From an optimization exercise on the open Yosys and OpenROAD flow, aimed at small area, a short achievable clock period and few clock cycles per item; shortcuts taken in it are not production practice.
In this exercise RTL edits were held to simulation tests only and were not proved equivalent to the original.
Power figures rest on the tool's default switching activity, not on a simulated workload.

[config.mk]
export PLATFORM = sky130hd
export DESIGN_NAME = shader_cache_entry_validator_unit
export DESIGN_NICKNAME = shader_cache_entry_validator_unit
export VERILOG_FILES = /design/flow/design.v
export SDC_FILE = /design/flow/constraint.sdc
export NUM_CORES = 4
export LEC_CHECK = 0
export CAP_MARGIN = 20
export CORE_MARGIN = 2
export CORE_UTILIZATION = 40
export SETUP_SLACK_MARGIN = 5
export SLEW_MARGIN = 20
[constraint.sdc]
create_clock -name core_clock -period 10.0 [get_ports {clock}]
set_input_delay 2.0000 -clock core_clock [delete_from_list [all_inputs] [get_ports {clock}]]
set_output_delay 2.0000 -clock core_clock [all_outputs]
set_load 0.01 [all_outputs]
[design.v]
package scev_pkg;
   localparam logic [31:0] HdrMagic   = 32'h3256_5053;
   localparam logic [31:0] SpvMagic   = 32'h0723_0203;
   localparam logic [63:0] FnvBasis   = 64'hCBF2_9CE4_8422_2325;
   localparam logic [31:0] MaxBytesReset = 32'd67108864;
   localparam logic [2:0] VerdictOk     = 3'd0;
   localparam logic [2:0] VerdictSize   = 3'd1;
   localparam logic [2:0] VerdictHeader = 3'd2;
   localparam logic [2:0] VerdictLength = 3'd3;
   localparam logic [2:0] VerdictHash   = 3'd4;
   localparam logic [2:0] VerdictPrefix = 3'd5;
   localparam logic [2:0] VerdictSpirv  = 3'd6;
   function automatic logic [31:0] inc32(input logic [31:0] v);
      logic [4:0] blk;
      logic       c;
      begin
         blk[0] = 1'b1;
         for (int b = 0; b < 4; b++) blk[b + 1] = blk[b] & (&v[8 * b +: 8]);
         for (int b = 0; b < 4; b++) begin
            c = blk[b];
            for (int i = 0; i < 8; i++) begin
               inc32[8 * b + i] = v[8 * b + i] ^ c;
               c = c & v[8 * b + i];
            end
         end
      end
   endfunction
   function automatic logic [31:0] dec32(input logic [31:0] v);
      dec32 = ~inc32(~v);
   endfunction
   function automatic logic [15:0] dec16(input logic [15:0] v);
      logic [31:0] w;
      begin
         w = dec32({16'hFFFF, v});
         dec16 = w[15:0];
      end
   endfunction
   function automatic logic [63:0] fnv_step(input logic [63:0] hash, input logic [7:0] data);
      logic [63:0] x;
      begin
         x = hash ^ {56'd0, data};
         fnv_step = (x << 40) + (x << 9) - (x << 6) - (x << 4) + (x << 1) + x;
      end
   endfunction
endpackage
module scev_fnv_hash (
   input  logic        clock,
   input  logic        consume,    
   input  logic        payload,    
   input  logic        load,       
   input  logic [7:0]  port_byte,
   output logic [63:0] hash
);
   logic [63:0] x, xn, row0, row1, pg_p, pg_g, next, base;
   logic t1, t2, t3, t4, t5, t6, t7, t8, t9, t10, t11, t12, t13, t14, t15, t16;
   logic t17, t18, t19, t20, t21, t22, t23, t24, t25, t26, t27, t28, t29, t30, t31, t32;
   logic t33, t34, t35, t36, t37, t38, t39, t40, t41, t42, t43, t44, t45, t46, t47, t48;
   logic t49, t50, t51, t52, t53, t54, t55, t56, t57, t58, t59, t60, t61, t62, t63, t64;
   logic t65, t66, t67, t68, t69, t70, t71, t72, t73, t74, t75, t76, t77, t78, t79, t80;
   logic t81, t82, t83, t84, t85, t86, t87, t88, t89, t90, t91, t92, t93, t94, t95, t96;
   logic t97, t98, t99, t100, t101, t102, t103, t104, t105, t106, t107, t108, t109, t110, t111, t112;
   logic t113, t114, t115, t116, t117, t118, t119, t120, t121, t122, t123, t124, t125, t126, t127, t128;
   logic t129, t130, t131, t132, t133, t134, t135, t136, t137, t138, t139, t140, t141, t142, t143, t144;
   logic t145, t146, t147, t148, t149, t150, t151, t152, t153, t154, t155, t156, t157, t158, t159, t160;
   logic t161, t162, t163, t164, t165, t166, t167, t168, t169, t170, t171, t172, t173, t174, t175, t176;
   logic t177, t178, t179, t180, t181, t182, t183, t184, t185, t186, t187, t188, t189, t190, t191, t192;
   logic t193, t194, t195, t196, t197, t198, t199, t200, t201, t202, t203, t204, t205, t206, t207, t208;
   logic t209, t210, t211, t212, t213, t214, t215, t216, t217, t218, t219, t220, t221, t222, t223, t224;
   logic t225, t226, t227, t228, t229, t230, t231, t232, t233, t234, t235, t236, t237, t238, t239, t240;
   logic t241, t242, t243, t244, t245, t246, t247, t248, t249, t250, t251, t252, t253, t254, t255, t256;
   logic t257, t258, t259, t260, t261, t262, t263, t264, t265, t266, t267, t268, t269, t270, t271, t272;
   logic t273, t274, t275, t276, t277, t278, t279, t280, t281, t282, t283, t284, t285, t286, t287, t288;
   logic t289, t290, t291, t292, t293, t294, t295, t296, t297, t298, t299, t300, t301, t302, t303, t304;
   logic t305, t306, t307, t308, t309, t310, t311, t312, t313, t314, t315, t316, t317, t318, t319, t320;
   logic t321, t322, t323, t324, t325, t326, t327, t328, t329, t330, t331, t332, t333, t334, t335, t336;
   logic t337, t338, t339, t340, t341, t342, t343, t344, t345, t346, t347, t348, t349, t350, t351, t352;
   logic t353, t354, t355, t356, t357, t358, t359, t360, t361, t362, t363, t364, t365, t366, t367, t368;
   logic t369, t370, t371, t372, t373, t374, t375, t376, t377, t378, t379, t380, t381, t382, t383, t384;
   logic t385, t386, t387, t388, t389, t390, t391, t392, t393, t394, t395, t396, t397, t398, t399, t400;
   logic t401, t402, t403, t404, c1g, c2g, c2p, c3g, c3p, c4g, c4p, c5g, c5p, c6g, c6p, c7g;
   logic c7p, c8g, c8p, c9g, c9p, c10g, c10p, c11g, c11p, c12g, c12p, c13g, c13p, c14g, c14p, c15g;
   logic c15p, c16g, c16p, c17g, c17p, c18g, c18p, c19g, c19p, c20g, c20p, c21g, c21p, c22g, c22p, c23g;
   logic c23p, c24g, c24p, c25g, c25p, c26g, c26p, c27g, c27p, c28g, c28p, c29g, c29p, c30g, c30p, c31g;
   logic c31p, c32g, c32p, c33g, c34g, c35g, c35p, c36g, c36p, c37g, c37p, c38g, c38p, c39g, c39p, c40g;
   logic c40p, c41g, c41p, c42g, c42p, c43g, c43p, c44g, c44p, c45g, c45p, c46g, c46p, c47g, c47p, c48g;
   logic c48p, c49g, c49p, c50g, c50p, c51g, c51p, c52g, c52p, c53g, c53p, c54g, c54p, c55g, c55p, c56g;
   logic c56p, c57g, c57p, c58g, c58p, c59g, c59p, c60g, c60p, c61g, c61p, c62g, c62p, c63g, c63p, c64g;
   logic c64p, c65g, c66g, c67g, c68g, c69g, c69p, c70g, c70p, c71g, c71p, c72g, c72p, c73g, c73p, c74g;
   logic c74p, c75g, c75p, c76g, c76p, c77g, c77p, c78g, c78p, c79g, c79p, c80g, c80p, c81g, c81p, c82g;
   logic c82p, c83g, c83p, c84g, c84p, c85g, c85p, c86g, c86p, c87g, c87p, c88g, c88p, c89g, c89p, c90g;
   logic c90p, c91g, c91p, c92g, c92p, c93g, c93p, c94g, c94p, c95g, c95p, c96g, c96p, c97g, c98g, c99g;
   logic c100g, c101g, c102g, c103g, c104g, c105g, c105p, c106g, c106p, c107g, c107p, c108g, c108p, c109g, c109p, c110g;
   logic c110p, c111g, c111p, c112g, c112p, c113g, c113p, c114g, c114p, c115g, c115p, c116g, c116p, c117g, c117p, c118g;
   logic c118p, c119g, c119p, c120g, c120p, c121g, c121p, c122g, c122p, c123g, c123p, c124g, c124p, c125g, c125p, c126g;
   logic c126p, c127g, c127p, c128g, c128p, c129g, c130g, c131g, c132g, c133g, c134g, c135g, c136g, c137g, c138g, c139g;
   logic c140g, c141g, c142g, c143g, c144g, c145g, c145p, c146g, c146p, c147g, c147p, c148g, c148p, c149g, c149p, c150g;
   logic c150p, c151g, c151p, c152g, c152p, c153g, c153p, c154g, c154p, c155g, c155p, c156g, c156p, c157g, c157p, c158g;
   logic c158p, c159g, c159p, c160g, c160p, c161g, c162g, c163g, c164g, c165g, c166g, c167g, c168g, c169g, c170g, c171g;
   logic c172g, c173g, c174g, c175g, c176g, c177g, c178g, c179g, c180g, c181g, c182g, c183g, c184g, c185g, c186g, c187g;
   logic c188g, c189g, c190g, c191g, c192g;
   assign x  = hash;
   assign xn = ~x;
   assign t1 = ~x[5];
   assign t2 = x[5];
   assign {t4, t3} = x[6] + x[7];
   assign {t6, t5} = x[7] + x[8];
   assign {t8, t7} = x[0] + x[8] + x[9];
   assign {t10, t9} = x[1] + x[9] + x[10];
   assign {t12, t11} = x[2] + x[10] + x[11];
   assign {t14, t13} = x[3] + x[11] + x[12];
   assign {t16, t15} = x[4] + x[12] + x[13];
   assign {t18, t17} = x[5] + x[13] + x[14];
   assign {t20, t19} = x[6] + x[14] + x[15];
   assign {t22, t21} = x[7] + x[15] + x[16];
   assign {t24, t23} = x[8] + x[16] + x[17];
   assign {t26, t25} = x[9] + x[17] + x[18];
   assign {t28, t27} = x[10] + x[18] + x[19];
   assign {t30, t29} = x[11] + x[19] + x[20];
   assign {t32, t31} = x[12] + x[20] + x[21];
   assign {t34, t33} = x[13] + x[21] + x[22];
   assign {t36, t35} = x[14] + x[22] + x[23];
   assign {t38, t37} = x[15] + x[23] + x[24];
   assign {t40, t39} = x[16] + x[24] + x[25];
   assign {t42, t41} = x[17] + x[25] + x[26];
   assign {t44, t43} = x[18] + x[26] + x[27];
   assign {t46, t45} = x[19] + x[27] + x[28];
   assign {t48, t47} = x[20] + x[28] + x[29];
   assign {t50, t49} = x[21] + x[29] + x[30];
   assign {t52, t51} = x[22] + x[30] + x[31];
   assign {t54, t53} = x[23] + x[31] + x[32];
   assign {t56, t55} = x[24] + x[32] + x[33];
   assign {t58, t57} = x[25] + x[33] + x[34];
   assign {t60, t59} = x[26] + x[34] + x[35];
   assign {t62, t61} = x[27] + x[35] + x[36];
   assign {t64, t63} = x[28] + x[36] + x[37];
   assign {t66, t65} = x[29] + x[37] + x[38];
   assign {t68, t67} = x[30] + x[38] + x[39];
   assign {t70, t69} = x[0] + x[31] + x[39];
   assign {t72, t71} = x[40] + xn[34];
   assign {t74, t73} = x[1] + x[32] + x[40];
   assign {t76, t75} = x[41] + xn[35] + xn[37];
   assign {t78, t77} = x[2] + x[33] + x[41];
   assign {t80, t79} = x[42] + xn[36] + xn[38];
   assign {t82, t81} = x[3] + x[34] + x[42];
   assign {t84, t83} = x[43] + xn[37] + xn[39];
   assign {t86, t85} = x[4] + x[35] + x[43];
   assign {t88, t87} = x[44] + xn[38] + xn[40];
   assign {t90, t89} = x[5] + x[36] + x[44];
   assign {t92, t91} = x[45] + xn[39] + xn[41];
   assign {t94, t93} = x[6] + x[37] + x[45];
   assign {t96, t95} = x[46] + xn[40] + xn[42];
   assign {t98, t97} = x[7] + x[38] + x[46];
   assign {t100, t99} = x[47] + xn[41] + xn[43];
   assign {t102, t101} = x[8] + x[39] + x[47];
   assign {t104, t103} = x[48] + xn[42] + xn[44];
   assign {t106, t105} = x[9] + x[40] + x[48];
   assign {t108, t107} = x[49] + xn[43] + xn[45];
   assign {t110, t109} = x[10] + x[41] + x[49];
   assign {t112, t111} = x[50] + xn[44] + xn[46];
   assign {t114, t113} = x[11] + x[42] + x[50];
   assign {t116, t115} = x[51] + xn[45] + xn[47];
   assign {t118, t117} = x[12] + x[43] + x[51];
   assign {t120, t119} = x[52] + xn[46] + xn[48];
   assign {t122, t121} = x[13] + x[44] + x[52];
   assign {t124, t123} = x[53] + xn[47] + xn[49];
   assign {t126, t125} = x[14] + x[45] + x[53];
   assign {t128, t127} = x[54] + xn[48] + xn[50];
   assign {t130, t129} = x[15] + x[46] + x[54];
   assign {t132, t131} = x[55] + xn[49] + xn[51];
   assign {t134, t133} = x[16] + x[47] + x[55];
   assign {t136, t135} = x[56] + xn[50] + xn[52];
   assign {t138, t137} = x[17] + x[48] + x[56];
   assign {t140, t139} = x[57] + xn[51] + xn[53];
   assign {t142, t141} = x[18] + x[49] + x[57];
   assign {t144, t143} = x[58] + xn[52] + xn[54];
   assign {t146, t145} = x[19] + x[50] + x[58];
   assign {t148, t147} = x[59] + xn[53] + xn[55];
   assign {t150, t149} = x[20] + x[51] + x[59];
   assign {t152, t151} = x[60] + xn[54] + xn[56];
   assign {t154, t153} = x[21] + x[52] + x[60];
   assign {t156, t155} = x[61] + xn[55] + xn[57];
   assign {t158, t157} = x[22] + x[53] + x[61];
   assign {t160, t159} = x[62] + xn[56] + xn[58];
   assign {t162, t161} = x[23] + x[54] + x[62];
   assign {t164, t163} = x[63] + xn[57] + xn[59];
   assign t165 = ~x[3];
   assign t166 = x[3];
   assign {t168, t167} = x[4] + x[5];
   assign {t170, t169} = x[6] + xn[0] + xn[2];
   assign {t172, t171} = xn[1] + xn[3] + t2;
   assign {t174, t173} = xn[2] + xn[4] + t4;
   assign {t176, t175} = xn[3] + xn[5] + t6;
   assign {t178, t177} = xn[4] + xn[6] + t8;
   assign {t180, t179} = xn[5] + xn[7] + t10;
   assign {t182, t181} = xn[6] + xn[8] + t12;
   assign {t184, t183} = xn[7] + xn[9] + t14;
   assign {t186, t185} = xn[8] + xn[10] + t16;
   assign {t188, t187} = xn[9] + xn[11] + t18;
   assign {t190, t189} = xn[10] + xn[12] + t20;
   assign {t192, t191} = xn[11] + xn[13] + t22;
   assign {t194, t193} = xn[12] + xn[14] + t24;
   assign {t196, t195} = xn[13] + xn[15] + t26;
   assign {t198, t197} = xn[14] + xn[16] + t28;
   assign {t200, t199} = xn[15] + xn[17] + t30;
   assign {t202, t201} = xn[16] + xn[18] + t32;
   assign {t204, t203} = xn[17] + xn[19] + t34;
   assign {t206, t205} = xn[18] + xn[20] + t36;
   assign {t208, t207} = xn[19] + xn[21] + t38;
   assign {t210, t209} = xn[20] + xn[22] + t40;
   assign {t212, t211} = xn[21] + xn[23] + t42;
   assign {t214, t213} = xn[22] + xn[24] + t44;
   assign {t216, t215} = xn[23] + xn[25] + t46;
   assign {t218, t217} = xn[24] + xn[26] + t48;
   assign {t220, t219} = xn[25] + xn[27] + t50;
   assign {t222, t221} = xn[26] + xn[28] + t52;
   assign {t224, t223} = xn[27] + xn[29] + t54;
   assign {t226, t225} = xn[28] + xn[30] + t56;
   assign {t228, t227} = xn[29] + xn[31] + t58;
   assign {t230, t229} = xn[30] + xn[32] + t60;
   assign {t232, t231} = xn[31] + xn[33] + t62;
   assign {t234, t233} = xn[32] + xn[34] + t64;
   assign {t236, t235} = xn[33] + xn[35] + t66;
   assign {t238, t237} = xn[36] + t68 + t69;
   assign {t240, t239} = t70 + t73 + t72;
   assign {t242, t241} = t74 + t77 + t76;
   assign {t244, t243} = t78 + t81 + t80;
   assign {t246, t245} = t82 + t85 + t84;
   assign {t248, t247} = t86 + t89 + t88;
   assign {t250, t249} = t90 + t93 + t92;
   assign {t252, t251} = t94 + t97 + t96;
   assign {t254, t253} = t98 + t101 + t100;
   assign {t256, t255} = t102 + t105 + t104;
   assign {t258, t257} = t106 + t109 + t108;
   assign {t260, t259} = t110 + t113 + t112;
   assign {t262, t261} = t114 + t117 + t116;
   assign {t264, t263} = t118 + t121 + t120;
   assign {t266, t265} = t122 + t125 + t124;
   assign {t268, t267} = t126 + t129 + t128;
   assign {t270, t269} = t130 + t133 + t132;
   assign {t272, t271} = t134 + t137 + t136;
   assign {t274, t273} = t138 + t141 + t140;
   assign {t276, t275} = t142 + t145 + t144;
   assign {t278, t277} = t146 + t149 + t148;
   assign {t280, t279} = t150 + t153 + t152;
   assign {t282, t281} = t154 + t157 + t156;
   assign {t284, t283} = t158 + t161 + t160;
   assign {t286, t285} = x[4] + xn[0];
   assign {t288, t287} = xn[1] + t166 + t167;
   assign {t290, t289} = t168 + t1 + t169;
   assign {t292, t291} = t3 + t170 + t171;
   assign {t294, t293} = t5 + t172 + t173;
   assign {t296, t295} = t7 + t174 + t175;
   assign {t298, t297} = t9 + t176 + t177;
   assign {t300, t299} = t11 + t178 + t179;
   assign {t302, t301} = t13 + t180 + t181;
   assign {t304, t303} = t15 + t182 + t183;
   assign {t306, t305} = t17 + t184 + t185;
   assign {t308, t307} = t19 + t186 + t187;
   assign {t310, t309} = t21 + t188 + t189;
   assign {t312, t311} = t23 + t190 + t191;
   assign {t314, t313} = t25 + t192 + t193;
   assign {t316, t315} = t27 + t194 + t195;
   assign {t318, t317} = t29 + t196 + t197;
   assign {t320, t319} = t31 + t198 + t199;
   assign {t322, t321} = t33 + t200 + t201;
   assign {t324, t323} = t35 + t202 + t203;
   assign {t326, t325} = t37 + t204 + t205;
   assign {t328, t327} = t39 + t206 + t207;
   assign {t330, t329} = t41 + t208 + t209;
   assign {t332, t331} = t43 + t210 + t211;
   assign {t334, t333} = t45 + t212 + t213;
   assign {t336, t335} = t47 + t214 + t215;
   assign {t338, t337} = t49 + t216 + t217;
   assign {t340, t339} = t51 + t218 + t219;
   assign {t342, t341} = t53 + t220 + t221;
   assign {t344, t343} = t55 + t222 + t223;
   assign {t346, t345} = t57 + t224 + t225;
   assign {t348, t347} = t59 + t226 + t227;
   assign {t350, t349} = t61 + t228 + t229;
   assign {t352, t351} = t63 + t230 + t231;
   assign {t354, t353} = t65 + t232 + t233;
   assign {t356, t355} = t67 + t234 + t235;
   assign {t358, t357} = t71 + t236 + t237;
   assign {t360, t359} = t75 + t238 + t239;
   assign {t362, t361} = t79 + t240 + t241;
   assign {t364, t363} = t83 + t242 + t243;
   assign {t366, t365} = t87 + t244 + t245;
   assign {t368, t367} = t91 + t246 + t247;
   assign {t370, t369} = t95 + t248 + t249;
   assign {t372, t371} = t99 + t250 + t251;
   assign {t374, t373} = t103 + t252 + t253;
   assign {t376, t375} = t107 + t254 + t255;
   assign {t378, t377} = t111 + t256 + t257;
   assign {t380, t379} = t115 + t258 + t259;
   assign {t382, t381} = t119 + t260 + t261;
   assign {t384, t383} = t123 + t262 + t263;
   assign {t386, t385} = t127 + t264 + t265;
   assign {t388, t387} = t131 + t266 + t267;
   assign {t390, t389} = t135 + t268 + t269;
   assign {t392, t391} = t139 + t270 + t271;
   assign {t394, t393} = t143 + t272 + t273;
   assign {t396, t395} = t147 + t274 + t275;
   assign {t398, t397} = t151 + t276 + t277;
   assign {t400, t399} = t155 + t278 + t279;
   assign {t402, t401} = t159 + t280 + t281;
   assign {t404, t403} = t163 + t282 + t283;
   assign row0 = {t402, t400, t398, t396, t394, t392, t390, t388, t386, t384, t382, t380, t378, t376, t374, t372, t370, t368, t366, t364, t362, t360, t358, t356, t354, t352, t350, t348, t346, t344, t342, t340, t338, t336, t334, t332, t330, t328, t326, t324, t322, t320, t318, t316, t314, t312, t310, t308, t306, t304, t302, t300, t298, t296, t294, t292, t290, t288, t286, t165, x[2], x[1], x[0], x[0]};
   assign row1 = {t403, t401, t399, t397, t395, t393, t391, t389, t387, t385, t383, t381, t379, t377, t375, t373, t371, t369, t367, t365, t363, t361, t359, t357, t355, t353, t351, t349, t347, t345, t343, t341, t339, t337, t335, t333, t331, t329, t327, t325, t323, t321, t319, t317, t315, t313, t311, t309, t307, t305, t303, t301, t299, t297, t295, t293, t291, t289, t287, t285, x[3], x[2], x[1], 1'b0};
   assign pg_p = row0 ^ row1;
   assign pg_g = row0 & row1;
   assign c1g = pg_g[1] | (pg_p[1] & pg_g[0]);
   assign c2g = pg_g[3] | (pg_p[3] & pg_g[2]);
   assign c2p = pg_p[3] & pg_p[2];
   assign c3g = pg_g[5] | (pg_p[5] & pg_g[4]);
   assign c3p = pg_p[5] & pg_p[4];
   assign c4g = pg_g[7] | (pg_p[7] & pg_g[6]);
   assign c4p = pg_p[7] & pg_p[6];
   assign c5g = pg_g[9] | (pg_p[9] & pg_g[8]);
   assign c5p = pg_p[9] & pg_p[8];
   assign c6g = pg_g[11] | (pg_p[11] & pg_g[10]);
   assign c6p = pg_p[11] & pg_p[10];
   assign c7g = pg_g[13] | (pg_p[13] & pg_g[12]);
   assign c7p = pg_p[13] & pg_p[12];
   assign c8g = pg_g[15] | (pg_p[15] & pg_g[14]);
   assign c8p = pg_p[15] & pg_p[14];
   assign c9g = pg_g[17] | (pg_p[17] & pg_g[16]);
   assign c9p = pg_p[17] & pg_p[16];
   assign c10g = pg_g[19] | (pg_p[19] & pg_g[18]);
   assign c10p = pg_p[19] & pg_p[18];
   assign c11g = pg_g[21] | (pg_p[21] & pg_g[20]);
   assign c11p = pg_p[21] & pg_p[20];
   assign c12g = pg_g[23] | (pg_p[23] & pg_g[22]);
   assign c12p = pg_p[23] & pg_p[22];
   assign c13g = pg_g[25] | (pg_p[25] & pg_g[24]);
   assign c13p = pg_p[25] & pg_p[24];
   assign c14g = pg_g[27] | (pg_p[27] & pg_g[26]);
   assign c14p = pg_p[27] & pg_p[26];
   assign c15g = pg_g[29] | (pg_p[29] & pg_g[28]);
   assign c15p = pg_p[29] & pg_p[28];
   assign c16g = pg_g[31] | (pg_p[31] & pg_g[30]);
   assign c16p = pg_p[31] & pg_p[30];
   assign c17g = pg_g[33] | (pg_p[33] & pg_g[32]);
   assign c17p = pg_p[33] & pg_p[32];
   assign c18g = pg_g[35] | (pg_p[35] & pg_g[34]);
   assign c18p = pg_p[35] & pg_p[34];
   assign c19g = pg_g[37] | (pg_p[37] & pg_g[36]);
   assign c19p = pg_p[37] & pg_p[36];
   assign c20g = pg_g[39] | (pg_p[39] & pg_g[38]);
   assign c20p = pg_p[39] & pg_p[38];
   assign c21g = pg_g[41] | (pg_p[41] & pg_g[40]);
   assign c21p = pg_p[41] & pg_p[40];
   assign c22g = pg_g[43] | (pg_p[43] & pg_g[42]);
   assign c22p = pg_p[43] & pg_p[42];
   assign c23g = pg_g[45] | (pg_p[45] & pg_g[44]);
   assign c23p = pg_p[45] & pg_p[44];
   assign c24g = pg_g[47] | (pg_p[47] & pg_g[46]);
   assign c24p = pg_p[47] & pg_p[46];
   assign c25g = pg_g[49] | (pg_p[49] & pg_g[48]);
   assign c25p = pg_p[49] & pg_p[48];
   assign c26g = pg_g[51] | (pg_p[51] & pg_g[50]);
   assign c26p = pg_p[51] & pg_p[50];
   assign c27g = pg_g[53] | (pg_p[53] & pg_g[52]);
   assign c27p = pg_p[53] & pg_p[52];
   assign c28g = pg_g[55] | (pg_p[55] & pg_g[54]);
   assign c28p = pg_p[55] & pg_p[54];
   assign c29g = pg_g[57] | (pg_p[57] & pg_g[56]);
   assign c29p = pg_p[57] & pg_p[56];
   assign c30g = pg_g[59] | (pg_p[59] & pg_g[58]);
   assign c30p = pg_p[59] & pg_p[58];
   assign c31g = pg_g[61] | (pg_p[61] & pg_g[60]);
   assign c31p = pg_p[61] & pg_p[60];
   assign c32g = pg_g[63] | (pg_p[63] & pg_g[62]);
   assign c32p = pg_p[63] & pg_p[62];
   assign c33g = pg_g[2] | (pg_p[2] & c1g);
   assign c34g = c2g | (c2p & c1g);
   assign c35g = pg_g[6] | (pg_p[6] & c3g);
   assign c35p = pg_p[6] & c3p;
   assign c36g = c4g | (c4p & c3g);
   assign c36p = c4p & c3p;
   assign c37g = pg_g[10] | (pg_p[10] & c5g);
   assign c37p = pg_p[10] & c5p;
   assign c38g = c6g | (c6p & c5g);
   assign c38p = c6p & c5p;
   assign c39g = pg_g[14] | (pg_p[14] & c7g);
   assign c39p = pg_p[14] & c7p;
   assign c40g = c8g | (c8p & c7g);
   assign c40p = c8p & c7p;
   assign c41g = pg_g[18] | (pg_p[18] & c9g);
   assign c41p = pg_p[18] & c9p;
   assign c42g = c10g | (c10p & c9g);
   assign c42p = c10p & c9p;
   assign c43g = pg_g[22] | (pg_p[22] & c11g);
   assign c43p = pg_p[22] & c11p;
   assign c44g = c12g | (c12p & c11g);
   assign c44p = c12p & c11p;
   assign c45g = pg_g[26] | (pg_p[26] & c13g);
   assign c45p = pg_p[26] & c13p;
   assign c46g = c14g | (c14p & c13g);
   assign c46p = c14p & c13p;
   assign c47g = pg_g[30] | (pg_p[30] & c15g);
   assign c47p = pg_p[30] & c15p;
   assign c48g = c16g | (c16p & c15g);
   assign c48p = c16p & c15p;
   assign c49g = pg_g[34] | (pg_p[34] & c17g);
   assign c49p = pg_p[34] & c17p;
   assign c50g = c18g | (c18p & c17g);
   assign c50p = c18p & c17p;
   assign c51g = pg_g[38] | (pg_p[38] & c19g);
   assign c51p = pg_p[38] & c19p;
   assign c52g = c20g | (c20p & c19g);
   assign c52p = c20p & c19p;
   assign c53g = pg_g[42] | (pg_p[42] & c21g);
   assign c53p = pg_p[42] & c21p;
   assign c54g = c22g | (c22p & c21g);
   assign c54p = c22p & c21p;
   assign c55g = pg_g[46] | (pg_p[46] & c23g);
   assign c55p = pg_p[46] & c23p;
   assign c56g = c24g | (c24p & c23g);
   assign c56p = c24p & c23p;
   assign c57g = pg_g[50] | (pg_p[50] & c25g);
   assign c57p = pg_p[50] & c25p;
   assign c58g = c26g | (c26p & c25g);
   assign c58p = c26p & c25p;
   assign c59g = pg_g[54] | (pg_p[54] & c27g);
   assign c59p = pg_p[54] & c27p;
   assign c60g = c28g | (c28p & c27g);
   assign c60p = c28p & c27p;
   assign c61g = pg_g[58] | (pg_p[58] & c29g);
   assign c61p = pg_p[58] & c29p;
   assign c62g = c30g | (c30p & c29g);
   assign c62p = c30p & c29p;
   assign c63g = pg_g[62] | (pg_p[62] & c31g);
   assign c63p = pg_p[62] & c31p;
   assign c64g = c32g | (c32p & c31g);
   assign c64p = c32p & c31p;
   assign c65g = pg_g[4] | (pg_p[4] & c34g);
   assign c66g = c3g | (c3p & c34g);
   assign c67g = c35g | (c35p & c34g);
   assign c68g = c36g | (c36p & c34g);
   assign c69g = pg_g[12] | (pg_p[12] & c38g);
   assign c69p = pg_p[12] & c38p;
   assign c70g = c7g | (c7p & c38g);
   assign c70p = c7p & c38p;
   assign c71g = c39g | (c39p & c38g);
   assign c71p = c39p & c38p;
   assign c72g = c40g | (c40p & c38g);
   assign c72p = c40p & c38p;
   assign c73g = pg_g[20] | (pg_p[20] & c42g);
   assign c73p = pg_p[20] & c42p;
   assign c74g = c11g | (c11p & c42g);
   assign c74p = c11p & c42p;
   assign c75g = c43g | (c43p & c42g);
   assign c75p = c43p & c42p;
   assign c76g = c44g | (c44p & c42g);
   assign c76p = c44p & c42p;
   assign c77g = pg_g[28] | (pg_p[28] & c46g);
   assign c77p = pg_p[28] & c46p;
   assign c78g = c15g | (c15p & c46g);
   assign c78p = c15p & c46p;
   assign c79g = c47g | (c47p & c46g);
   assign c79p = c47p & c46p;
   assign c80g = c48g | (c48p & c46g);
   assign c80p = c48p & c46p;
   assign c81g = pg_g[36] | (pg_p[36] & c50g);
   assign c81p = pg_p[36] & c50p;
   assign c82g = c19g | (c19p & c50g);
   assign c82p = c19p & c50p;
   assign c83g = c51g | (c51p & c50g);
   assign c83p = c51p & c50p;
   assign c84g = c52g | (c52p & c50g);
   assign c84p = c52p & c50p;
   assign c85g = pg_g[44] | (pg_p[44] & c54g);
   assign c85p = pg_p[44] & c54p;
   assign c86g = c23g | (c23p & c54g);
   assign c86p = c23p & c54p;
   assign c87g = c55g | (c55p & c54g);
   assign c87p = c55p & c54p;
   assign c88g = c56g | (c56p & c54g);
   assign c88p = c56p & c54p;
   assign c89g = pg_g[52] | (pg_p[52] & c58g);
   assign c89p = pg_p[52] & c58p;
   assign c90g = c27g | (c27p & c58g);
   assign c90p = c27p & c58p;
   assign c91g = c59g | (c59p & c58g);
   assign c91p = c59p & c58p;
   assign c92g = c60g | (c60p & c58g);
   assign c92p = c60p & c58p;
   assign c93g = pg_g[60] | (pg_p[60] & c62g);
   assign c93p = pg_p[60] & c62p;
   assign c94g = c31g | (c31p & c62g);
   assign c94p = c31p & c62p;
   assign c95g = c63g | (c63p & c62g);
   assign c95p = c63p & c62p;
   assign c96g = c64g | (c64p & c62g);
   assign c96p = c64p & c62p;
   assign c97g = pg_g[8] | (pg_p[8] & c68g);
   assign c98g = c5g | (c5p & c68g);
   assign c99g = c37g | (c37p & c68g);
   assign c100g = c38g | (c38p & c68g);
   assign c101g = c69g | (c69p & c68g);
   assign c102g = c70g | (c70p & c68g);
   assign c103g = c71g | (c71p & c68g);
   assign c104g = c72g | (c72p & c68g);
   assign c105g = pg_g[24] | (pg_p[24] & c76g);
   assign c105p = pg_p[24] & c76p;
   assign c106g = c13g | (c13p & c76g);
   assign c106p = c13p & c76p;
   assign c107g = c45g | (c45p & c76g);
   assign c107p = c45p & c76p;
   assign c108g = c46g | (c46p & c76g);
   assign c108p = c46p & c76p;
   assign c109g = c77g | (c77p & c76g);
   assign c109p = c77p & c76p;
   assign c110g = c78g | (c78p & c76g);
   assign c110p = c78p & c76p;
   assign c111g = c79g | (c79p & c76g);
   assign c111p = c79p & c76p;
   assign c112g = c80g | (c80p & c76g);
   assign c112p = c80p & c76p;
   assign c113g = pg_g[40] | (pg_p[40] & c84g);
   assign c113p = pg_p[40] & c84p;
   assign c114g = c21g | (c21p & c84g);
   assign c114p = c21p & c84p;
   assign c115g = c53g | (c53p & c84g);
   assign c115p = c53p & c84p;
   assign c116g = c54g | (c54p & c84g);
   assign c116p = c54p & c84p;
   assign c117g = c85g | (c85p & c84g);
   assign c117p = c85p & c84p;
   assign c118g = c86g | (c86p & c84g);
   assign c118p = c86p & c84p;
   assign c119g = c87g | (c87p & c84g);
   assign c119p = c87p & c84p;
   assign c120g = c88g | (c88p & c84g);
   assign c120p = c88p & c84p;
   assign c121g = pg_g[56] | (pg_p[56] & c92g);
   assign c121p = pg_p[56] & c92p;
   assign c122g = c29g | (c29p & c92g);
   assign c122p = c29p & c92p;
   assign c123g = c61g | (c61p & c92g);
   assign c123p = c61p & c92p;
   assign c124g = c62g | (c62p & c92g);
   assign c124p = c62p & c92p;
   assign c125g = c93g | (c93p & c92g);
   assign c125p = c93p & c92p;
   assign c126g = c94g | (c94p & c92g);
   assign c126p = c94p & c92p;
   assign c127g = c95g | (c95p & c92g);
   assign c127p = c95p & c92p;
   assign c128g = c96g | (c96p & c92g);
   assign c128p = c96p & c92p;
   assign c129g = pg_g[16] | (pg_p[16] & c104g);
   assign c130g = c9g | (c9p & c104g);
   assign c131g = c41g | (c41p & c104g);
   assign c132g = c42g | (c42p & c104g);
   assign c133g = c73g | (c73p & c104g);
   assign c134g = c74g | (c74p & c104g);
   assign c135g = c75g | (c75p & c104g);
   assign c136g = c76g | (c76p & c104g);
   assign c137g = c105g | (c105p & c104g);
   assign c138g = c106g | (c106p & c104g);
   assign c139g = c107g | (c107p & c104g);
   assign c140g = c108g | (c108p & c104g);
   assign c141g = c109g | (c109p & c104g);
   assign c142g = c110g | (c110p & c104g);
   assign c143g = c111g | (c111p & c104g);
   assign c144g = c112g | (c112p & c104g);
   assign c145g = pg_g[48] | (pg_p[48] & c120g);
   assign c145p = pg_p[48] & c120p;
   assign c146g = c25g | (c25p & c120g);
   assign c146p = c25p & c120p;
   assign c147g = c57g | (c57p & c120g);
   assign c147p = c57p & c120p;
   assign c148g = c58g | (c58p & c120g);
   assign c148p = c58p & c120p;
   assign c149g = c89g | (c89p & c120g);
   assign c149p = c89p & c120p;
   assign c150g = c90g | (c90p & c120g);
   assign c150p = c90p & c120p;
   assign c151g = c91g | (c91p & c120g);
   assign c151p = c91p & c120p;
   assign c152g = c92g | (c92p & c120g);
   assign c152p = c92p & c120p;
   assign c153g = c121g | (c121p & c120g);
   assign c153p = c121p & c120p;
   assign c154g = c122g | (c122p & c120g);
   assign c154p = c122p & c120p;
   assign c155g = c123g | (c123p & c120g);
   assign c155p = c123p & c120p;
   assign c156g = c124g | (c124p & c120g);
   assign c156p = c124p & c120p;
   assign c157g = c125g | (c125p & c120g);
   assign c157p = c125p & c120p;
   assign c158g = c126g | (c126p & c120g);
   assign c158p = c126p & c120p;
   assign c159g = c127g | (c127p & c120g);
   assign c159p = c127p & c120p;
   assign c160g = c128g | (c128p & c120g);
   assign c160p = c128p & c120p;
   assign c161g = pg_g[32] | (pg_p[32] & c144g);
   assign c162g = c17g | (c17p & c144g);
   assign c163g = c49g | (c49p & c144g);
   assign c164g = c50g | (c50p & c144g);
   assign c165g = c81g | (c81p & c144g);
   assign c166g = c82g | (c82p & c144g);
   assign c167g = c83g | (c83p & c144g);
   assign c168g = c84g | (c84p & c144g);
   assign c169g = c113g | (c113p & c144g);
   assign c170g = c114g | (c114p & c144g);
   assign c171g = c115g | (c115p & c144g);
   assign c172g = c116g | (c116p & c144g);
   assign c173g = c117g | (c117p & c144g);
   assign c174g = c118g | (c118p & c144g);
   assign c175g = c119g | (c119p & c144g);
   assign c176g = c120g | (c120p & c144g);
   assign c177g = c145g | (c145p & c144g);
   assign c178g = c146g | (c146p & c144g);
   assign c179g = c147g | (c147p & c144g);
   assign c180g = c148g | (c148p & c144g);
   assign c181g = c149g | (c149p & c144g);
   assign c182g = c150g | (c150p & c144g);
   assign c183g = c151g | (c151p & c144g);
   assign c184g = c152g | (c152p & c144g);
   assign c185g = c153g | (c153p & c144g);
   assign c186g = c154g | (c154p & c144g);
   assign c187g = c155g | (c155p & c144g);
   assign c188g = c156g | (c156p & c144g);
   assign c189g = c157g | (c157p & c144g);
   assign c190g = c158g | (c158p & c144g);
   assign c191g = c159g | (c159p & c144g);
   assign c192g = c160g | (c160p & c144g);
   assign next[0] = pg_p[0];
   assign next[1] = pg_p[1] ^ pg_g[0];
   assign next[2] = pg_p[2] ^ c1g;
   assign next[3] = pg_p[3] ^ c33g;
   assign next[4] = pg_p[4] ^ c34g;
   assign next[5] = pg_p[5] ^ c65g;
   assign next[6] = pg_p[6] ^ c66g;
   assign next[7] = pg_p[7] ^ c67g;
   assign next[8] = pg_p[8] ^ c68g;
   assign next[9] = pg_p[9] ^ c97g;
   assign next[10] = pg_p[10] ^ c98g;
   assign next[11] = pg_p[11] ^ c99g;
   assign next[12] = pg_p[12] ^ c100g;
   assign next[13] = pg_p[13] ^ c101g;
   assign next[14] = pg_p[14] ^ c102g;
   assign next[15] = pg_p[15] ^ c103g;
   assign next[16] = pg_p[16] ^ c104g;
   assign next[17] = pg_p[17] ^ c129g;
   assign next[18] = pg_p[18] ^ c130g;
   assign next[19] = pg_p[19] ^ c131g;
   assign next[20] = pg_p[20] ^ c132g;
   assign next[21] = pg_p[21] ^ c133g;
   assign next[22] = pg_p[22] ^ c134g;
   assign next[23] = pg_p[23] ^ c135g;
   assign next[24] = pg_p[24] ^ c136g;
   assign next[25] = pg_p[25] ^ c137g;
   assign next[26] = pg_p[26] ^ c138g;
   assign next[27] = pg_p[27] ^ c139g;
   assign next[28] = pg_p[28] ^ c140g;
   assign next[29] = pg_p[29] ^ c141g;
   assign next[30] = pg_p[30] ^ c142g;
   assign next[31] = pg_p[31] ^ c143g;
   assign next[32] = pg_p[32] ^ c144g;
   assign next[33] = pg_p[33] ^ c161g;
   assign next[34] = pg_p[34] ^ c162g;
   assign next[35] = pg_p[35] ^ c163g;
   assign next[36] = pg_p[36] ^ c164g;
   assign next[37] = pg_p[37] ^ c165g;
   assign next[38] = pg_p[38] ^ c166g;
   assign next[39] = pg_p[39] ^ c167g;
   assign next[40] = pg_p[40] ^ c168g;
   assign next[41] = pg_p[41] ^ c169g;
   assign next[42] = pg_p[42] ^ c170g;
   assign next[43] = pg_p[43] ^ c171g;
   assign next[44] = pg_p[44] ^ c172g;
   assign next[45] = pg_p[45] ^ c173g;
   assign next[46] = pg_p[46] ^ c174g;
   assign next[47] = pg_p[47] ^ c175g;
   assign next[48] = pg_p[48] ^ c176g;
   assign next[49] = pg_p[49] ^ c177g;
   assign next[50] = pg_p[50] ^ c178g;
   assign next[51] = pg_p[51] ^ c179g;
   assign next[52] = pg_p[52] ^ c180g;
   assign next[53] = pg_p[53] ^ c181g;
   assign next[54] = pg_p[54] ^ c182g;
   assign next[55] = pg_p[55] ^ c183g;
   assign next[56] = pg_p[56] ^ c184g;
   assign next[57] = pg_p[57] ^ c185g;
   assign next[58] = pg_p[58] ^ c186g;
   assign next[59] = pg_p[59] ^ c187g;
   assign next[60] = pg_p[60] ^ c188g;
   assign next[61] = pg_p[61] ^ c189g;
   assign next[62] = pg_p[62] ^ c190g;
   assign next[63] = pg_p[63] ^ c191g;
   assign base = payload ? next : scev_pkg::FnvBasis;
   always_ff @(posedge clock) begin
      if (consume) begin
         hash[63:8] <= base[63:8];
      end
      if (consume || load) begin
         hash[7:0] <= (consume ? base[7:0] : hash[7:0]) ^ (load ? port_byte : 8'd0);
      end
   end
endmodule
module scev_spirv_walk (
   input  logic       clock,
   input  logic       reset,
   input  logic       step,       
   input  logic       header,     
   input  logic       word,       
   input  logic [7:0] data_byte,
   output logic       bad         
);
   logic [1:0]  lane_ff;    
   logic [2:0]  widx_ff;    
   logic [15:0] skip_ff;    
   logic [7:0]  b2_ff;      
   logic        zero_ff;    
   logic        bad_ff;
   logic [15:0] len;
   logic [7:0]  magic_byte;
   logic        byte_zero;
   logic        bad_now;
   always_comb begin
      len        = {data_byte, b2_ff};
      byte_zero  = data_byte == 8'd0;
      magic_byte = scev_pkg::SpvMagic[8 * lane_ff +: 8];
      bad_now    = 1'b0;
      case (widx_ff)
         3'd0: bad_now = data_byte != magic_byte;
         3'd3: bad_now = lane_ff == 2'd3 && zero_ff && byte_zero;
         3'd4: bad_now = !byte_zero;
         3'd5: bad_now = lane_ff == 2'd3 && skip_ff == 16'd0 && len == 16'd0;
         default: ;
      endcase
   end
   always_ff @(posedge clock) begin
      if (reset) begin
         lane_ff <= '0;
         widx_ff <= '0;
         bad_ff  <= 1'b0;
      end else if (step && header) begin
         lane_ff <= '0;
         widx_ff <= '0;
         bad_ff  <= 1'b0;
      end else if (step && word) begin
         lane_ff <= lane_ff + 2'd1;
         if (bad_now) bad_ff <= 1'b1;
         if (lane_ff == 2'd3 && widx_ff != 3'd5) widx_ff <= widx_ff + 3'd1;
      end
   end
   always_ff @(posedge clock) begin
      if (step && word) begin
         zero_ff <= (lane_ff == 2'd0 || zero_ff) && byte_zero;
         if (lane_ff == 2'd2) b2_ff <= data_byte;
         if (lane_ff == 2'd3) begin
            if (widx_ff != 3'd5) skip_ff <= '0;
            else skip_ff <= scev_pkg::dec16(skip_ff == 16'd0 ? len : skip_ff);
         end
      end
   end
   assign bad = bad_ff || widx_ff != 3'd5 || skip_ff != 16'd0;
endmodule
module shader_cache_entry_validator_unit (
   input  logic        clock,
   input  logic        reset,
   input  logic        req_tvalid,
   output logic        req_tready,
   input  logic [15:0] req_tdata,   
   input  logic        req_tlast,   
   output logic        rsp_tvalid,
   input  logic        rsp_tready,
   output logic [39:0] rsp_tdata,   
   input  logic        csr_valid,
   output logic        csr_ready,
   input  logic [1:0]  csr_index,
   input  logic [31:0] csr_data
);
   logic [31:0] stage_code_ff;
   logic [23:0] contract_len_ff;
   logic [23:0] source_len_ff;
   logic [31:0] max_bytes_ff;
   logic        in_valid_ff;
   logic [7:0]  in_file_ff;
   logic        in_differs_ff;   
   logic        in_last_ff;
   logic [1:0]  owed_ff;         
   logic        ready_ff;
   logic [31:0] pos_ff;          
   logic        payload_ff;      
   logic        words_ff;        
   logic        over_ff;         
   logic        header_bad_ff;
   logic [31:0] word_count_ff;
   logic [31:0] len_left_ff;     
   logic        len_high_ff;     
   logic        len_sum_ok_ff;   
   logic [63:0] hash_field_ff;
   logic        prefix_bad_ff;
   logic        vp_valid_ff;
   logic [2:0]  vp_code_ff;      
   logic        rsp_valid_ff;
   logic [2:0]  rsp_code_ff;
   logic [31:0] rejected_ff;
   logic        take, take_payload, consume, last, header, prefix, word;
   logic [5:0]  hpos;
   logic [7:0]  expect_byte;
   logic        check_byte;
   logic [63:0] hash;
   logic        walk_bad;
   logic [25:0] prefix_end;
   logic        at_prefix_end;
   logic        at_max;
   logic [2:0]  pre_code;
   logic [2:0]  code;
   logic        load_rsp;
   logic [1:0]  owed_next;
   assign csr_ready  = 1'b1;
   assign req_tready = ready_ff;
   assign rsp_tvalid = rsp_valid_ff;
   assign rsp_tdata  = {5'd0, rejected_ff, rsp_code_ff};
   always_ff @(posedge clock) begin
      if (reset) begin
         stage_code_ff   <= '0;
         contract_len_ff <= '0;
         source_len_ff   <= '0;
         max_bytes_ff    <= scev_pkg::MaxBytesReset;
      end else if (csr_valid) begin
         case (csr_index)
            2'd0: stage_code_ff   <= csr_data;
            2'd1: contract_len_ff <= csr_data[23:0];
            2'd2: source_len_ff   <= csr_data[23:0];
            default: max_bytes_ff <= csr_data;
         endcase
      end
   end
   assign take = req_tvalid && ready_ff;
   always_ff @(posedge clock) begin
      in_valid_ff   <= take && !reset;
      in_file_ff    <= req_tdata[7:0];
      in_differs_ff <= req_tdata[7:0] != req_tdata[15:8];
      in_last_ff    <= req_tlast;
   end
   always_comb begin
      owed_next = owed_ff;
      if (take && req_tlast) owed_next = owed_next + 2'd1;
      if (rsp_valid_ff && rsp_tready) owed_next = owed_next - 2'd1;
   end
   always_ff @(posedge clock) begin
      if (reset) begin
         owed_ff  <= '0;
         ready_ff <= 1'b1;
      end else begin
         owed_ff  <= owed_next;
         ready_ff <= !owed_next[1];
      end
   end
   assign consume = in_valid_ff;
   assign last    = in_last_ff;
   assign header  = !payload_ff;
   assign prefix  = payload_ff && !words_ff;
   assign word    = words_ff;
   assign hpos    = pos_ff[5:0];
   assign prefix_end = {2'd0, contract_len_ff} + {2'd0, source_len_ff} + 26'd39;
   assign at_max  = pos_ff == max_bytes_ff;
   assign at_prefix_end = pos_ff == {6'd0, prefix_end};
   always_comb begin
      check_byte  = header && hpos < 6'd20;
      expect_byte = 8'd0;
      case (hpos[4:0])
         5'd0:  expect_byte = scev_pkg::HdrMagic[7:0];
         5'd1:  expect_byte = scev_pkg::HdrMagic[15:8];
         5'd2:  expect_byte = scev_pkg::HdrMagic[23:16];
         5'd3:  expect_byte = scev_pkg::HdrMagic[31:24];
         5'd4:  expect_byte = 8'd2;
         5'd8:  expect_byte = stage_code_ff[7:0];
         5'd9:  expect_byte = stage_code_ff[15:8];
         5'd10: expect_byte = stage_code_ff[23:16];
         5'd11: expect_byte = stage_code_ff[31:24];
         5'd12: expect_byte = contract_len_ff[7:0];
         5'd13: expect_byte = contract_len_ff[15:8];
         5'd14: expect_byte = contract_len_ff[23:16];
         5'd16: expect_byte = source_len_ff[7:0];
         5'd17: expect_byte = source_len_ff[15:8];
         5'd18: expect_byte = source_len_ff[23:16];
         default: expect_byte = 8'd0;
      endcase
   end
   always_ff @(posedge clock) begin
      if (reset) begin
         pos_ff        <= '0;
         payload_ff    <= 1'b0;
         words_ff      <= 1'b0;
         over_ff       <= 1'b0;
         header_bad_ff <= 1'b0;
         len_high_ff   <= 1'b0;
         len_sum_ok_ff <= 1'b0;
      end else if (consume) begin
         if (last) begin
            pos_ff        <= '0;
            payload_ff    <= 1'b0;
            words_ff      <= 1'b0;
            over_ff       <= 1'b0;
            header_bad_ff <= 1'b0;
            len_high_ff   <= 1'b0;
            len_sum_ok_ff <= 1'b0;
         end else begin
            pos_ff <= scev_pkg::inc32(pos_ff);
            if (header && hpos == 6'd39) payload_ff <= 1'b1;
            if (at_max) over_ff <= 1'b1;
            if (check_byte && in_file_ff != expect_byte) header_bad_ff <= 1'b1;
            if (header && hpos[5:2] == 4'd7 && in_file_ff != 8'd0) len_high_ff <= 1'b1;
            if (at_prefix_end) begin
               words_ff <= 1'b1;
               if (len_left_ff == {word_count_ff[29:0], 1'b0, payload_ff} &&
                   word_count_ff[31:30] == 2'd0) len_sum_ok_ff <= 1'b1;
            end
         end
      end
   end
   always_ff @(posedge clock) begin
      if (consume) begin
         if (header) begin
            case (hpos)
               6'd20: word_count_ff[7:0]   <= in_file_ff;
               6'd21: word_count_ff[15:8]  <= in_file_ff;
               6'd22: word_count_ff[23:16] <= in_file_ff;
               6'd23: word_count_ff[31:24] <= in_file_ff;
               6'd24: len_left_ff[7:0]     <= in_file_ff;
               6'd25: len_left_ff[15:8]    <= in_file_ff;
               6'd26: len_left_ff[23:16]   <= in_file_ff;
               6'd27: len_left_ff[31:24]   <= in_file_ff;
               6'd32: hash_field_ff[7:0]   <= in_file_ff;
               6'd33: hash_field_ff[15:8]  <= in_file_ff;
               6'd34: hash_field_ff[23:16] <= in_file_ff;
               6'd35: hash_field_ff[31:24] <= in_file_ff;
               6'd36: hash_field_ff[39:32] <= in_file_ff;
               6'd37: hash_field_ff[47:40] <= in_file_ff;
               6'd38: hash_field_ff[55:48] <= in_file_ff;
               6'd39: hash_field_ff[63:56] <= in_file_ff;
               default: ;
            endcase
         end else begin
            len_left_ff <= scev_pkg::dec32(len_left_ff);
         end
      end
   end
   always_ff @(posedge clock) begin
      if (reset) begin
         prefix_bad_ff <= 1'b0;
      end else if (consume) begin
         if (header) prefix_bad_ff <= 1'b0;
         else if (prefix && in_differs_ff) prefix_bad_ff <= 1'b1;
      end
   end
   assign take_payload = take && (consume ? !last && (payload_ff || hpos == 6'd39) : payload_ff);
   scev_fnv_hash u_hash (
      .clock     (clock),
      .consume   (consume),
      .payload   (payload_ff),
      .load      (take_payload),
      .port_byte (req_tdata[7:0]),
      .hash      (hash)
   );
   scev_spirv_walk u_walk (
      .clock     (clock),
      .reset     (reset),
      .step      (consume),
      .header    (header),
      .word      (word),
      .data_byte (in_file_ff),
      .bad       (walk_bad)
   );
   always_comb begin
      if (over_ff || at_max || (header && hpos != 6'd39)) begin
         pre_code = scev_pkg::VerdictSize;
      end else if (header_bad_ff || (word_count_ff[31:3] == 29'd0 && word_count_ff[2:0] < 3'd5)) begin
         pre_code = scev_pkg::VerdictHeader;
      end else if (!(payload_ff && len_left_ff == 32'd1 && !len_high_ff && len_sum_ok_ff)) begin
         pre_code = scev_pkg::VerdictLength;
      end else begin
         pre_code = scev_pkg::VerdictOk;
      end
   end
   always_comb begin
      if (vp_code_ff != scev_pkg::VerdictOk) code = vp_code_ff;
      else if (hash != hash_field_ff) code = scev_pkg::VerdictHash;
      else if (prefix_bad_ff) code = scev_pkg::VerdictPrefix;
      else if (walk_bad) code = scev_pkg::VerdictSpirv;
      else code = scev_pkg::VerdictOk;
   end
   assign load_rsp = vp_valid_ff && !rsp_valid_ff;
   always_ff @(posedge clock) begin
      if (reset) begin
         vp_valid_ff  <= 1'b0;
         rsp_valid_ff <= 1'b0;
         rejected_ff  <= '0;
      end else begin
         if (consume && last) vp_valid_ff <= 1'b1;
         else if (load_rsp) vp_valid_ff <= 1'b0;
         if (load_rsp) begin
            rsp_valid_ff <= 1'b1;
            if (code != scev_pkg::VerdictOk)
               rejected_ff <= scev_pkg::inc32(rejected_ff) | {32{&rejected_ff}};
         end else if (rsp_tready) begin
            rsp_valid_ff <= 1'b0;
         end
      end
   end
   always_ff @(posedge clock) begin
      if (consume && last) vp_code_ff <= pre_code;
      if (load_rsp) rsp_code_ff <= code;
   end
endmodule
[flow/run.sh]
#!/bin/bash
# Own layout flow: the standard flow (standard.sh, standard synthesis unchanged) with
# smaller port buffers and a clock tree without dummy loads, set through ORFS's environment
# variables. The flow's full output goes to flow_orfs.log in this folder.
set -euo pipefail
cd "$(dirname "$0")/.."
export BUFFER_PORTS_ARGS="-buffer_cell sky130_fd_sc_hd__buf_1"
export CTS_ARGS="-sink_clustering_enable -repair_clock_nets -dont_use_dummy_load -sink_clustering_size 15 -sink_clustering_max_diameter 50 -buf_list {sky130_fd_sc_hd__clkbuf_4 sky130_fd_sc_hd__clkbuf_8}"
export SETUP_MOVE_SEQUENCE="unbuffer,sizeup,swap"
bash standard.sh > flow_orfs.log 2>&1
[standard.sh]
#!/bin/bash
# synth_recipe.tcl (not shown) runs the flow's synth.tcl, then flattens the netlist and writes it again
# the make line also repeats each setting of config.mk as NAME=value (left out here)
make -C /OpenROAD-flow-scripts/flow DESIGN_CONFIG=/design/flow/config.mk WORK_HOME=/design/flow/orfs CLKGATE_MAP_FILE= SYNTH_SCRIPT=/design/flow/synth_recipe.tcl "${@:-finish}"
==> impl_metrics.ini, run 1 <==
[floorplan]
die-area_um2 = 74100
core_area_um2 = 71400
dieWidth_um = 272
initial_utilization_pct = 40.3
io_pins = 99
fp.dieH_um = 272
rows = 98

[timing]
maxSlewViolCount = 0
final.period_utilization_pct = 50.7
finalSetupViolations = 0
worstMarginPinSlew_ps = 1140
fin_skew_ps = 108
rsz0062_at_grt = true
fin_tns_setup_ps = 0
fmax_ghz = 0.197
hold_violations = 0
finalCriticalPeriod_ps = 5070
slew_headroom_pct = 23.6

[finish]
finalNonFillerCells = 3965
final_nets = 3490
final_layout_size_suffix_gt1_share_pct = 6.14
multi_input_area_um2 = 16700
syn_to_final_growth_pct = 9.16
nFillCells = 6951
regArea_um2 = 10800
diodes = 0

[logic_synthesis]
synth_top_area_share_pct = 23.2
synth_cell_types = 81
syn_avg_cell_area_um2 = 9.80
dominantRegCellSynth = edfxtp_1
yosysMostFrequentCell = inv_1
async_flop_share_pct = 0
synth-edff-count = 222
synth-seq-cells = 427
synth_cells = 2935
mappedNetlistArea_um2 = 28800
yosys-top-cells-count = inv_1 (365), nand2_1 (319), a21oi_1 (263)
synth_top_cell_by_area = edfxtp_1
yosysSeqAreaShare_pct = 37.5
synth_area_leaders = edfxtp_1 (23%), dfxtp_1 (14%), fa_1 (14%), ha_1 (9.6%), inv_1 (4.8%)
yosys_warnings = 3

[power]
intPower_w = 0.00280
power_switching_w = 0.00132
pwr-share-clk_pct = 27.1
peakVddDrop_uv = 101
p_sw_share_pct = 32.1
p_per_area_nw_per_um2 = 131
power.leakage_nw = 12.6
p_seq_share_pct = 46.6
p_comb_share_pct = 26.3

[detailed_routing]
post_drt_wl_per_cell_um = 20.9
drc = 0
wl_mm = 82.7
dr.pass1.iters = 6
drt_iter0_drc = 1953
vias = 21517
vias_per_cell = 5.43
drtAntennaViolNets = 0

[outcome]
status = timing/DRC/antenna clean

[worst_setup_path]
worst-path-max-fanout = 8
cp_data_arrival_time_ps = 5450
worst-setup-path-type = reg -> reg
cp.required_ps = 10380
worstSetupEndpointType = register
timing.rr.end = u_hash.hash[52]
rrSetupSlack_ps = 4930
worstReg2RegStart = u_hash.hash[3]
reg2reg_depth = 14
startpoint_type = register

[min_path]
worst_hold_path_type = reg -> reg
min_from = stage_code_ff[17]
holdPathEnd = stage_code_ff[17]
min_path_cells = 2

[clocking]
cts_hold_buffers = 0
cts_root_buffer = clkbuf_8
clock-sinks = 427
path_clk_slew_ps = 90
cts_max_level = 2
cts_buffer_depth = 3
cts_made_buffers = 55
cts_tree = built
clock_latency_ps = 710

[global_routing]
grt_max_degree = 70
grt_pass1_vias = 20869
grt_pass1_wl_mm = 126
antenna_found_initial = 4
grt_overflow = 0
track_usage_pct = 22.2

[place]
numPlacedInstances = 3910
portBuffers = 92
gp_congestion = 0.926
hpwl_mm = 62.5

[run]
max-cap-violations = 0
[power by group through the flow]
stage	sequential [W]	clock, W	combinational [W]
global placement	0.00196	0	0.000956
global route	0.00193	0.00121	0.00120
CTS	0.00192	0.00115	0.00100
finish	0.00192	0.00112	0.00109
floorplan	0.00195	0	0.000710
detailed placement	0.00196	0	0.000959
[through the flow]
stage	instance area [um^2]	hold slack [ps]	power, W	setup WS (ps)	utilization (%)
floorplan	28800	426	0.00266	5290	-
global placement	30200	442	0.00292	4420	42.3
detailed placement	30200	450	0.00292	4290	42.3
CTS	31100	457	0.00407	4990	43.6
global route	31400	468	0.00434	4860	44.0
finish	31400	457	0.00412	4930	44.0
[layout make-up]
type	count	area share (%)
Sequential cell	427	34.3
Clock buffer	55	2.41
Tap cell	950	3.79
Multi-Input combinational cell	2044	53.2
Inverter	365	4.36
Timing Repair Buffer	124	1.88
[cell families (layout without fill, tap and decap cells)]
group | count (synthesis) | in the layout | synth area share, %
other | 2 | 6 | 0.0261
buffers and inverters | 468 | 544 | 6.20
XOR/XNOR | 250 | 250 | 7.61
adder cells (fa/ha/maj) | 417 | 417 | 23.3
flip-flops | 427 | 427 | 37.5
AO/OA/AOI/OAI | 516 | 516 | 11.2
AND/OR/NAND/NOR | 846 | 846 | 13.9
multiplexers | 9 | 9 | 0.339
[layer usage]
| metal | vias to the layer above | part of all wire (%) | GRT usage [%] |
|---|---|---|---|
| met5 | - | 0.048 | 0 |
| met4 | 6 | 3.6 | 7.75 |
| met3 | 165 | 7.9 | 4.52 |
| met2 | 797 | 44 | 34.4 |
| met1 | 10426 | 44 | 30.8 |
| li1 | 10123 | - | - |
[worst max-delay path by stage]
stage | depth (start not counted) | start | end | slack [ps]
after floorplan | 15 | u_hash.hash[15] | u_hash.hash[46] | 5290
after global placement | 15 | u_hash.hash[3] | u_hash.hash[46] | 4420
after detailed placement | 15 | u_hash.hash[7] | u_hash.hash[46] | 4290
after CTS | 15 | u_hash.hash[15] | u_hash.hash[46] | 4990
after global routing | 15 | u_hash.hash[3] | u_hash.hash[52] | 4860
final | 14 | u_hash.hash[3] | u_hash.hash[52] | 4930
[cells in the final DEF, fill, tap and decap left out, types with 8 or more instances in the layout]
master    Yosys  layout
a221oi_1     11       9
o21bai_1      9       8
edfxtp_1    222     222
a21oi_1     263     256
and3_1       15      14
nand2_1     319     318
nand2b_1     21      21
xnor2_1     141     141
nand4_1      53      53
dfxtp_1     205     203
a22oi_1      10      10
fa_2          0       9
nor4_1       61      56
or2_2        11      10
o21a_1       17      16
clkbuf_8      0      55
o21ai_0      42      38
buf_1         5      91
nor2b_1      38      37
and2_1       15      15
a21o_1       24      24
nor3_1       36      34
buf_4         6      32
nand3_1      25      24
fa_1        197     188
ha_1        220     213
nor2_1      207     205
o211ai_1     10      10
a211oi_1     35      34
xor2_1      109     109
or3_1         9       9
inv_1       365     361
[critical path, cell delays in order (launching register included)]
cell	delay (ps)
edfxtp_1	680
fa_2	680
inv_2	40
fa_1	460
fa_1	560
inv_2	40
ha_4	280
and3_4	200
nand4_1	360
or2_4	440
o221a_4	260
a31oi_4	230
o21a_4	190
o41ai_2	70
mux2_2	270
[flip-flops by register name, indices dropped and copies added, names as in the netlist, 16 cells and up]
register and flops:
contract_len_ff 24, rejected_ff 32, u_hash.hash 64, u_walk.skip_ff 16
stage_code_ff 32, word_count_ff 32, pos_ff 32, len_left_ff 32
hash_field_ff 64, max_bytes_ff 32, source_len_ff 24
[what timing repair did]
action | in CTS | in global routing
gates resized for setup | 31 | 51
pin swaps | 7 | 30
buffers inserted | 0 | 0
endpoints found under the setup margin | 32 | 22
Testbench counts, summed over its fixed seeds: cycles 74,921, bytes 74,896.
==> inputs of run 2 (changes only) <==
--- a/flow/run.sh
+++ b/flow/run.sh
@@ -7,4 +7,3 @@
 export BUFFER_PORTS_ARGS="-buffer_cell sky130_fd_sc_hd__buf_1"
 export CTS_ARGS="-sink_clustering_enable -repair_clock_nets -dont_use_dummy_load -sink_clustering_size 15 -sink_clustering_max_diameter 50 -buf_list {sky130_fd_sc_hd__clkbuf_4 sky130_fd_sc_hd__clkbuf_8}"
-export SETUP_MOVE_SEQUENCE="unbuffer,sizeup,swap"
 bash standard.sh > flow_orfs.log 2>&1
--- a/config.mk
+++ b/config.mk
@@ -6,4 +6,5 @@
 export NUM_CORES = 4
 export LEC_CHECK = 0
+export ABC_AREA = 1
 export CAP_MARGIN = 20
 export CORE_MARGIN = 2
==> impl_metrics.ini, run 2 <==
[global_routing]
grt_pass1_vias = 22748
grt_overflow = 0
grt_max_degree = 77
track_usage_pct = 21.8
grt_pass1_wl_mm = 130
antenna_found_initial = 0

[timing]
fin_tns_setup_ps = 0
maxSlewViolCount = 0
finalSetupViolations = 0
slew_headroom_pct = 35.5
finalCriticalPeriod_ps = 4750
final.period_utilization_pct = 47.5
fin_skew_ps = 120
fin_ws_ps = 5250
fmax_ghz = 0.211
rsz0062_at_grt = true
worstMarginPinSlew_ps = 966
hold_violations = 0

[place]
gp_congestion = 0.922
portBuffers = 92
pre_cts_ws_ps = 4730
placed_cell_area_um2 = 31400
numPlacedInstances = 4507
hpwl_mm = 64.7

[detailed_routing]
wl_mm = 84.0
post_drt_wl_per_cell_um = 18.4
drc = 0
vias = 23553
vias_per_cell = 5.16
drt_iter0_drc = 1719
drtAntennaViolNets = 0
dr.pass1.iters = 6

[worst_setup_path]
crit_path_frequent_cell = fa_1
crit_chain = fa_1 > fa_1 > inv_1 > fa_1 > inv_1 > ha_1 > inv_1 > nor3_1 > nand3_2 > nand2_4 > nand3_1 > nand2_4 > inv_2 > fa_1 > xor2_1 > nor2_1
startpoint = u_hash.hash[1]
worstSetupEndpointType = register
worst-setup-path-type = reg -> reg
cp-endpoint = u_hash.hash[33]
worst-path-max-fanout = 29
cp.required_ps = 10390
slowest_delay_ps = 610
worstReg2RegStart = u_hash.hash[1]
rrSetupSlack_ps = 5250
cp_data_arrival_time_ps = 5140
slowest_stage = edfxtp_1
timing.rr.end = u_hash.hash[33]
reg2reg_depth = 16
startpoint_type = register

[logic_synthesis]
async_flop_share_pct = 0
mappedNetlistArea_um2 = 30000
synth_cell_types = 59
yosysMostFrequentCell = inv_1
yosysSeqAreaShare_pct = 35.8
syn_avg_cell_area_um2 = 8.57
yosys-top-cells-count = inv_1 (644), nand2_1 (511), nor2_1 (284)
synth_top_area_share_pct = 22.2
yosys_warnings = 3
synth-edff-count = 222
synth_area_leaders = edfxtp_1 (22%), dfxtp_1 (14%), fa_1 (13%), ha_1 (9.2%), inv_1 (8.0%)
synth_top_cell_by_area = edfxtp_1
synth_cells = 3505
dominantRegCellSynth = edfxtp_1
synth-seq-cells = 427

[finish]
final_nets = 4072
final_common_cell = inv_1
final_layout_size_suffix_gt1_share_pct = 4.87
diodes = 0
mostFrequentLayoutCells = inv_1 (644), nand2_1 (510), nor2_1 (282)
finalNonFillerCells = 4566
stdcell_area_um2 = 32200
nFillCells = 7456
reg.largest.list = hash_field_ff: 64 flops, u_hash.hash: 64 flops
regArea_um2 = 10800
syn_to_final_growth_pct = 7.25
multi_input_area_um2 = 16400

[min_path]
min_path_cells = 2
worst_hold_path_type = reg -> reg
min_from = stage_code_ff[10]

[floorplan]
io_pins = 99
die-area_um2 = 77300
rows = 100
fp.dieH_um = 278
initial_utilization_pct = 40.4
dieWidth_um = 278
core_area_um2 = 74400

[clocking]
cts_made_buffers = 59
cts_buffer_depth = 3
cts_hold_buffers = 0
path_clk_slew_ps = 80
cts_tree = built
cts_max_level = 2
cts_root_buffer = clkbuf_8
clock-sinks = 427
clock_latency_ps = 720

[outcome]
status = timing/DRC/antenna clean

[power]
power.leakage_nw = 14.2
peakVddDrop_uv = 92.9
p_per_area_nw_per_um2 = 126

[run]
max-cap-violations = 0
-- run 2: worst min path at each step --
stage	end	slack (ps)
after floorplan	over_ff	430
after global placement	stage_code_ff[19]	440
after detailed placement	over_ff	440
after CTS	over_ff	460
after global routing	stage_code_ff[10]	480
final	stage_code_ff[10]	460
-- run 2: power breakdown --
| group | leakage, nW | total, W | switching (W) | internal (W) |
|---|---|---|---|---|
| registers | 3.66 | 0.00192 | 0.0000454 | 0.00187 |
| clock network | 0.424 | 0.00116 | 0.000640 | 0.000515 |
| logic | 10.1 | 0.000981 | 0.000629 | 0.000352 |
| total | 14.2 | 0.00406 | 0.00131 | 0.00274 |
-- run 2: cell families after synthesis --
group	count (synthesis)	synth area share, %
simple gates	1207	17.7
buf+inv	738	9.58
compound gates	571	10.4
flops	427	35.8
fa+ha+maj	417	22.3
xor+xnor	143	4.17
other cells	2	0.0250
-- run 2: metal layers --
layer / global-route usage (%) / wire [um] / vias to the layer above
met4: 6.25 / 2240 / 0
met2: 34.5 / 37000 / 656
met5: 0 / 0 / -
li1: - / - / 11549
met1: 30.9 / 39300 / 11231
met3: 3.29 / 5440 / 117
-- run 2: cell type report --
cell class                      instances  area share [%]
Multi-Input combinational cell       2344            51.0
Sequential cell                       427            33.4
Inverter                              648            7.55
Tap cell                              969            3.76
Clock buffer                           59            2.52
Timing Repair Buffer                  119            1.70
-- run 2: critical path: cells and delay by family (launching register included) --
family	cells	cell delay [ps]
buffers and inverters	4	260
flip-flops	1	610
adder cells (fa/ha/maj)	5	2210
AND/OR/NAND/NOR	6	1190
XOR/XNOR	1	150
-- run 2: metrics by stage --
stage / util (%) / power, W / hold slack (ps)
6_report: 43.3 / 0.00406 / 457
3_5_place_dp: 42.2 / 0.00292 / 444
3_3_place_gp: 42.2 / 0.00292 / 440
2_1_floorplan: - / 0.00269 / 428
4_1_cts: 43.3 / 0.00408 / 456
5_1_grt: 43.3 / 0.00430 / 476
-- run 2: timing repair --
item                       4_1_cts  5_1_grt
gates cloned                     0        0
buffers inserted                 0        0
resized for setup                2        3
setup endpoints to repair        9       16

port drivers added, routing unchanged:
No port has a modelled driver above. Below, the same layouts with a new extraction and two added sets of constraints. Step 1, drivers: a clkbuf_16 drives clock and a buf_2 each remaining input, both assumed. Step 2 adds t to the input delays and takes it off the output delays; t is the mean of the earliest and latest rising clock arrival at the registers after step 1. Input paths then give back, and output paths get back, about the clock's delay inside the block. Slacks: no drivers / after step 1 / after step 2; pairs: no drivers / after step 1.
run	t, ns	setup slack, ns	worst slew at a driven data input, ns
run 1	0.715	4.929 / 4.929 / 4.929	0.09
run 2	0.719	5.250 / 5.250 / 5.250	0.06
After both steps every run listed still meets setup and hold.
